What follows belongs to an exercise in optimizing a design on an open flow for small area, a short achievable clock period and few clock cycles per item; a production flow would make more cautious choices. Where RTL was checked, it was by simulation tests only, not by an equivalence proof against the original. No activity file was given, so power comes from the tool's default toggle rates.

## harbor
## multitap_dtmf_tone_generator
module multitap_dtmf_tone_generator (
	input  logic        clk,
	input  logic        arst_n,
	input  logic        s_tvalid,
	output logic        s_tready,
	input  logic [7:0]  s_tdata,    
	input  logic        s_tuser,    
	output logic        m_tvalid,
	input  logic        m_tready,
	output logic [23:0] m_tdata,    
	output logic        m_tlast,    
	input  logic        cfg_valid,
	output logic        cfg_ready,
	input  logic [2:0]  cfg_index,
	input  logic [63:0] cfg_data
);
export LEC_CHECK = 0
export ABC_AREA = 1
export CAP_MARGIN = 20
export CORE_MARGIN = 2
export CORE_UTILIZATION = 60
export PLACE_DENSITY = 0.75
export SETUP_SLACK_MARGIN = 4.8
export SLEW_MARGIN = 20
export TNS_END_PERCENT = 5
create_clock -name core_clock -period 9.0 [get_ports {clk}]
run.sh (not shown) runs the stock make flow with config.mk's settings and CLKGATE_MAP_FILE= SYNTH_SCRIPT=/design/flow/synth_recipe.tcl, a recipe that flattens the netlist after the stock synthesis.
Testbench counts of harbor, summed over its fixed seeds: cycles 76,989, items 76,773.
The following lists how juniper was set up differently from harbor:
Settings: PLACE_DENSITY no longer set, was 0.75; CORE_UTILIZATION now 70, was 60.
Notes after the runs:
- juniper ends up with a fraction of the cycle the final worst path needs that is 1.2 points higher than in harbor.
- Against harbor, juniper reports a total global-route track usage that is higher.
- The average detailed-routed wire length per instance in juniper is 1.10 times that in harbor.
- Comparing juniper and harbor, the higher routing usage on met1 was measured on juniper.
- Changes observed in juniper relative to harbor: maximum operating frequency went down; die extent in y down about 7%; routability congestion estimate held steady.
- juniper vs harbor, proportion of power drawn by the clock network went down by 1.3 points.
- juniper ended up with sample_q[16] as its timing endpoint of the critical path; harbor ended up with sample_q[14].
- juniper vs harbor, post-CTS setup repair buffer count went up by 5.
## Diff of input files: zinc against juniper
Settings: SETUP_SLACK_MARGIN: 4.8 -> 5.0; CORE_UTILIZATION: 70 -> 50.
==> run notes <==
- [zinc] switching part of the total power fell 1.4 points relative to juniper
- Per the comparison of zinc with juniper, hold slack dropped 16 ps, total power barely changed.
- Against juniper as the reference, zinc delivers a higher portion of total power attributed to the clock network.
- Comparing juniper and zinc, the higher floorplan die width is on zinc.
- Post-route cell area | zinc above juniper
- Summary — final period demand of the worst path, zinc relative to juniper: lower, by 190 ps.
- zinc against juniper: wire length of the first global-routing pass ~0 delta; relative max-transition margin -7.5 points; highest achievable clock rate +about 4.4%.
- Taking juniper as the reference point, the maximum number of pins on one net before global-route repair of zinc rises by 11.

========
## raven
multitap_dtmf_tone_generator, a different RTL version from the one above (not shown whole).
Size in the first run: about 3700 cells after synthesis, ~360 flip-flops, roughly 0.029 mm2 of cells after synthesis.
export LEC_CHECK = 0
export ABC_AREA = 1
export CAP_MARGIN = 20
export CORE_MARGIN = 2
export CORE_UTILIZATION = 50
export SETUP_SLACK_MARGIN = 5
export SLEW_MARGIN = 20
export TNS_END_PERCENT = 5
create_clock -name core_clock -period 9.0 [get_ports {clk}]
raven reached the final stage; the timing, design-rule and antenna checks on its layout passed.
Testbench counts of raven, summed over its fixed seeds: cycles 76,989, items 76,773.
diff inputs: raven => tundra
-- flow/config.mk --
<<< raven, line 10
export CORE_MARGIN = 2
export CORE_UTILIZATION = 50
export SETUP_SLACK_MARGIN = 5
export SLEW_MARGIN = 20
export TNS_END_PERCENT = 5
>>> tundra, line 10
export CORE_MARGIN = 2
export CORE_UTILIZATION = 50
export SETUP_SLACK_MARGIN = 5.0
export SLEW_MARGIN = 20
[summary]
- tundra closes out successfully: all stages finished, all timing, DRC and antenna checks passed.
- Going from raven to tundra, maximum single-stage delay on the critical path moved up; non-clock buffer area fraction after layout went up by 0.64 points; post-route worst setup slack went up; instance count after placement with tap cells included ~0 delta; total wire length up about 1.3%.
- Pin slew with the least headroom to its limit: tundra vs raven down 0.010 ns
Modified inputs, ember compared to tundra
-- flow/config.mk --
<<< tundra, line 10
export CORE_MARGIN = 2
export CORE_UTILIZATION = 50
export SETUP_SLACK_MARGIN = 5.0
export SLEW_MARGIN = 20
>>> ember, line 10
export CORE_MARGIN = 2
export CORE_UTILIZATION = 50
export SETUP_SLACK_MARGIN = 4.5
export SLEW_MARGIN = 20
Notes after the runs:
ember ran to completion and came out clean on the timing, design-rule and antenna checks. tundra reached the end of the flow, and the finished layout is clean on the timing, design-rule and antenna checks. Worst-case reg-to-reg path depth: ember lower than tundra. From tundra to ember the numbers moved as follows: via count lower; number of unique standard cell types used by synthesis roughly the same. Comparing ember and tundra, the lower ratio of cells with drive above 1 in the final layout was measured on ember. Of ember and tundra, it is ember that has the higher post-layout minimum cycle time. Non-clock buffer count (ember over tundra): decrease, 1. Total wirelength of the detailed-routed design in ember vs tundra: down about 1.1%.
Relative to ember, the following input files were edited for cedar:
-- flow/config.mk --
<<< ember, line 10
export CORE_MARGIN = 2
export CORE_UTILIZATION = 50
export SETUP_SLACK_MARGIN = 4.5
export SLEW_MARGIN = 20
>>> cedar, line 10
export CORE_MARGIN = 2
export CORE_UTILIZATION = 50
export SETUP_SLACK_MARGIN = 4.2
export SLEW_MARGIN = 20
export TNS_END_PERCENT = 5
==> comparison <==
Comparing cedar and ember, the higher setup slack was measured on ember. Sequential power: cedar higher than ember. [cedar vs ember] total placed instance area: lower in cedar. Per the comparison of cedar with ember, power density relative to cell area lost about 4%; design area went down. [cedar] final non-filler cell total fell about 1.1% relative to ember. [cedar] clock network fraction of design power rose 0.3 points relative to ember. cedar vs. ember: power now sits lower, worst path buffer plus inverter count went up 3, total wire length after detailed routing decreased by 1.2% relative to the old numbers, via count shows a reduction of 0.87%.
Setup changes, cedar to amber
-- flow/config.mk --
<<< cedar, line 10
export CORE_MARGIN = 2
export CORE_UTILIZATION = 50
export SETUP_SLACK_MARGIN = 4.2
export SLEW_MARGIN = 20
export TNS_END_PERCENT = 5
>>> amber, line 10
export CORE_MARGIN = 2
export CORE_UTILIZATION = 50
export SETUP_SLACK_MARGIN = 3.5
export SLEW_MARGIN = 20
export TNS_END_PERCENT = 5
==> comparison <==
- amber ended with more final-layout fill cell count than cedar.
- Hold slack, amber and cedar: smaller value in cedar
- Clock-cell share of area of amber is on par with cedar.
- Worst setup slack in amber vs cedar: down 0.53 ns
- Both conditions hold for amber: the flow ran to the end and the final layout passed the timing, design-rule and antenna checks.
- Relative to cedar, the clock buffer count from CTS measured on amber has increased by a few percent.

========
multitap_dtmf_tone_generator, a different RTL version from the one above (not shown whole).
For scale: ~3,700 cells after synthesis, ~390 flip-flops, about 110 I/O pins, roughly 0.029 sq mm of cells after synthesis.
## multitap_dtmf_tone_generator
module multitap_dtmf_tone_generator (
	input  logic        clk,
	input  logic        arst_n,
	input  logic        s_tvalid,
	output logic        s_tready,
	input  logic [7:0]  s_tdata,    
	input  logic        s_tuser,    
	output logic        m_tvalid,
	input  logic        m_tready,
	output logic [23:0] m_tdata,    
	output logic        m_tlast,    
	input  logic        cfg_valid,
	output logic        cfg_ready,
	input  logic [2:0]  cfg_index,
	input  logic [63:0] cfg_data
);
	logic [47:0] low_steps_q;
	logic [63:0] high_steps_q;
	logic [14:0] amplitude_q;
	logic [15:0] tone_last_q;
	logic [15:0] short_last_q;
	logic        short_zero_q;
	logic [15:0] letter_last_q;
	logic        letter_zero_q;
	logic [15:0] len_last;
	logic        len_zero;
	logic        skid_v;
	logic        in_ready;
	logic [8:0]  skid_d;
	logic        v1;
	logic [8:0]  d1;
	logic        adv, fire;
	logic        seq_tone;
	logic [14:0] seq_lo_val, seq_hi_val;
	logic        seq_lo_neg, seq_hi_neg;
	logic        seq_act, seq_done, seq_rej;
	logic        v2;
	logic        tone2;
	logic [14:0] lo_val2, hi_val2;
	logic        lo_neg2, hi_neg2;
	logic        act2, done2, rej2;
	logic [16:0] sum_raw, sum_d;
	logic        v3;
	logic [16:0] sum3;
	logic        act3, done3, rej3;
	logic [15:0] ha_d, hb_d;
	logic        hc_d;
	logic        v4;
	logic [4:0]  sh4;
	logic [15:0] ha4, hb4;
	logic        hc4;
	logic        act4, done4, rej4;
	logic [16:0] sample_d;
	logic        vo;
	logic [16:0] sample_q;
	logic        act_q, done_q, rej_q;
	assign cfg_ready = 1'b1;
	assign len_zero = (cfg_data[15:0] == 16'd0);
	assign len_last = len_zero ? 16'd0 : cfg_data[15:0] - 16'd1;
	always_ff @(posedge clk) begin
		if (!arst_n) begin
			low_steps_q   <= '0;
			high_steps_q  <= '0;
			amplitude_q   <= 15'd16384;
			tone_last_q   <= 16'd3999;
			short_last_q  <= 16'd399;
			short_zero_q  <= 1'b0;
			letter_last_q <= 16'd3999;
			letter_zero_q <= 1'b0;
		end else if (cfg_valid) begin
			case (cfg_index)
				3'd0: low_steps_q  <= cfg_data[47:0];
				3'd1: high_steps_q <= cfg_data;
				3'd2: amplitude_q  <= cfg_data[14:0];
				3'd3: tone_last_q  <= len_last;
				3'd4: begin
					short_last_q <= len_last;
					short_zero_q <= len_zero;
				end
				3'd5: begin
  ...
export LEC_CHECK = 0
export ABC_AREA = 1
export CAP_MARGIN = 20
export CORE_MARGIN = 2
export CORE_UTILIZATION = 50
export SETUP_SLACK_MARGIN = 5.0
export SLEW_MARGIN = 20
export TNS_END_PERCENT = 5
create_clock -name core_clock -period 9.0 [get_ports {clk}]
The starting point finished with timing, DRC and antenna clean.
Rerun with:
- SETUP_SLACK_MARGIN: 5.0 -> 4.8
Area after synthesis does not change; final area is lower slightly; clock skew hardly moves; hold slack stays flat; utilization is lower by 0.31 points; setup slack gains 0.040 ns; sequential power barely changes.
Function was not checked in any run of this note: the RTL went through the layout flow alone.

========
Setup of old:
Another version of the RTL of multitap_dtmf_tone_generator (not shown whole).
Size: ~110 I/O pins, about 31000 sq um of cells after synthesis.
export LEC_CHECK = 0
export ABC_CLOCK_PERIOD_IN_PS = 3500
export CAP_MARGIN = 20
export CORE_MARGIN = 2
export CORE_UTILIZATION = 50
export SETUP_SLACK_MARGIN = 5
export SLEW_MARGIN = 20
create_clock -name core_clock -period 9.0 [get_ports {clk}]
old: done, clean on timing, DRC and antenna
Testbench counts of old, summed over its fixed seeds: cycles 76,941, items 76,773.
Input changes introduced in new (baseline for comparison: old):
- removing SETUP_SLACK_MARGIN (formerly 5)
- removing ABC_CLOCK_PERIOD_IN_PS (formerly 3500)
Findings:
Between new and old, the number of flops mapped to enable cells by yosys does not differ in any meaningful way. Per the comparison of new with old, wire length per cell decreased about 3%; overall die area essentially unchanged. From new to old, post-route setup TNS did not move at all. new vs. old: total power after layout shrank by 20%, sequential share of layout area grew by 2.3 points, global router's overall resource usage shrank by 1.5 points, achievable frequency shrank by 25%. Going from old to new, the fraction of the cycle the final worst path needs was found to have gone up by 21 points. Changes observed in new relative to old: non-filler instance count after layout decreased by 212 relative to the old numbers, proportion of cell area occupied by multi-input gates increased by 1.7 points relative to the old numbers.

========
multitap_dtmf_tone_generator with an RTL version that a note above also has.
==> flow/config.mk <==
export PLATFORM = sky130hd
export DESIGN_NAME = multitap_dtmf_tone_generator
export DESIGN_NICKNAME = multitap_dtmf_tone_generator
export VERILOG_FILES = /design/flow/design.v
export SDC_FILE = /design/flow/constraint.sdc
export NUM_CORES = 4
export LEC_CHECK = 0
export CAP_MARGIN = 20
export CORE_MARGIN = 2
export CORE_UTILIZATION = 50
export SETUP_SLACK_MARGIN = 4.8
export SLEW_MARGIN = 20
export TNS_END_PERCENT = 5
==> flow/constraint.sdc <==
create_clock -name core_clock -period 9.0 [get_ports {clk}]
set_input_delay 1.8000 -clock core_clock [delete_from_list [all_inputs] [get_ports {clk}]]
set_output_delay 1.8000 -clock core_clock [all_outputs]
set_load 0.01 [all_outputs]
Testbench counts at the start, summed over its fixed seeds: cycles 76,989, items 76,773.
==> next run, changes <==
- ABC_AREA: default -> 1
Effect: The changed run ran to the end with no violations. Worst hold slack improved by 0.0044 ns. Sequential power rises by about 4%. Worst setup slack improved by 0.45 ns. Design area is about the same. Clock-buffer cell count falls by 7. Power rises by 21%.

static timing again, ports no longer ideal:
Ports are ideal in the flow. The routed layouts listed here were re-timed in OpenROAD. Step 1 (the two cells are an assumption about what drives the block):
set clk [get_ports {clk}]
set_driving_cell -lib_cell sky130_fd_sc_hd__clkbuf_16 $clk
set_driving_cell -lib_cell sky130_fd_sc_hd__buf_2 [delete_from_list [all_inputs] $clk]
Step 2 also shifts input and output timing later by t, the mid clock arrival at the registers, as if the neighbouring blocks saw the same clock. Three values: ideal, step 1, step 2; two values: the first two.
run	shift t [ns]	setup slack, ns	latest minus earliest clock arrival (ns)
harbor	0.651	4.504 / 4.504 / 4.499	0.024 / 0.023
juniper	0.639	4.392 / 4.392 / 4.242	0.028 / 0.027
zinc	0.643	4.586 / 4.586 / 4.515	0.031 / 0.031
raven	0.640	4.304 / 4.304 / 4.304	0.023 / 0.024
tundra	0.641	4.317 / 4.317 / 4.317	0.036 / 0.036
ember	0.625	4.300 / 4.300 / 4.287	0.023 / 0.024
cedar	0.641	4.251 / 4.251 / 4.251	0.032 / 0.031
amber	0.645	3.723 / 3.723 / 3.723	0.037 / 0.037
the first run of note 3	0.653	4.266 / 4.266 / 4.266	0.029 / 0.029
the second run of note 3	0.652	4.306 / 4.306 / 4.306	0.027 / 0.026
old	0.637	3.207 / 3.207 / 3.207	0.060 / 0.060
new	0.637	1.312 / 1.312 / 1.312	0.041 / 0.041
the first run of note 5	0.641	4.164 / 4.164 / 3.742	0.021 / 0.020
the second run of note 5	0.653	4.611 / 4.611 / 4.479	0.037 / 0.037
After both steps setup and hold are still met in every run listed. The setup slack of the first run of note 5, which loses most, moves by 0.000 ns with the drivers and by -0.422 ns with both steps.
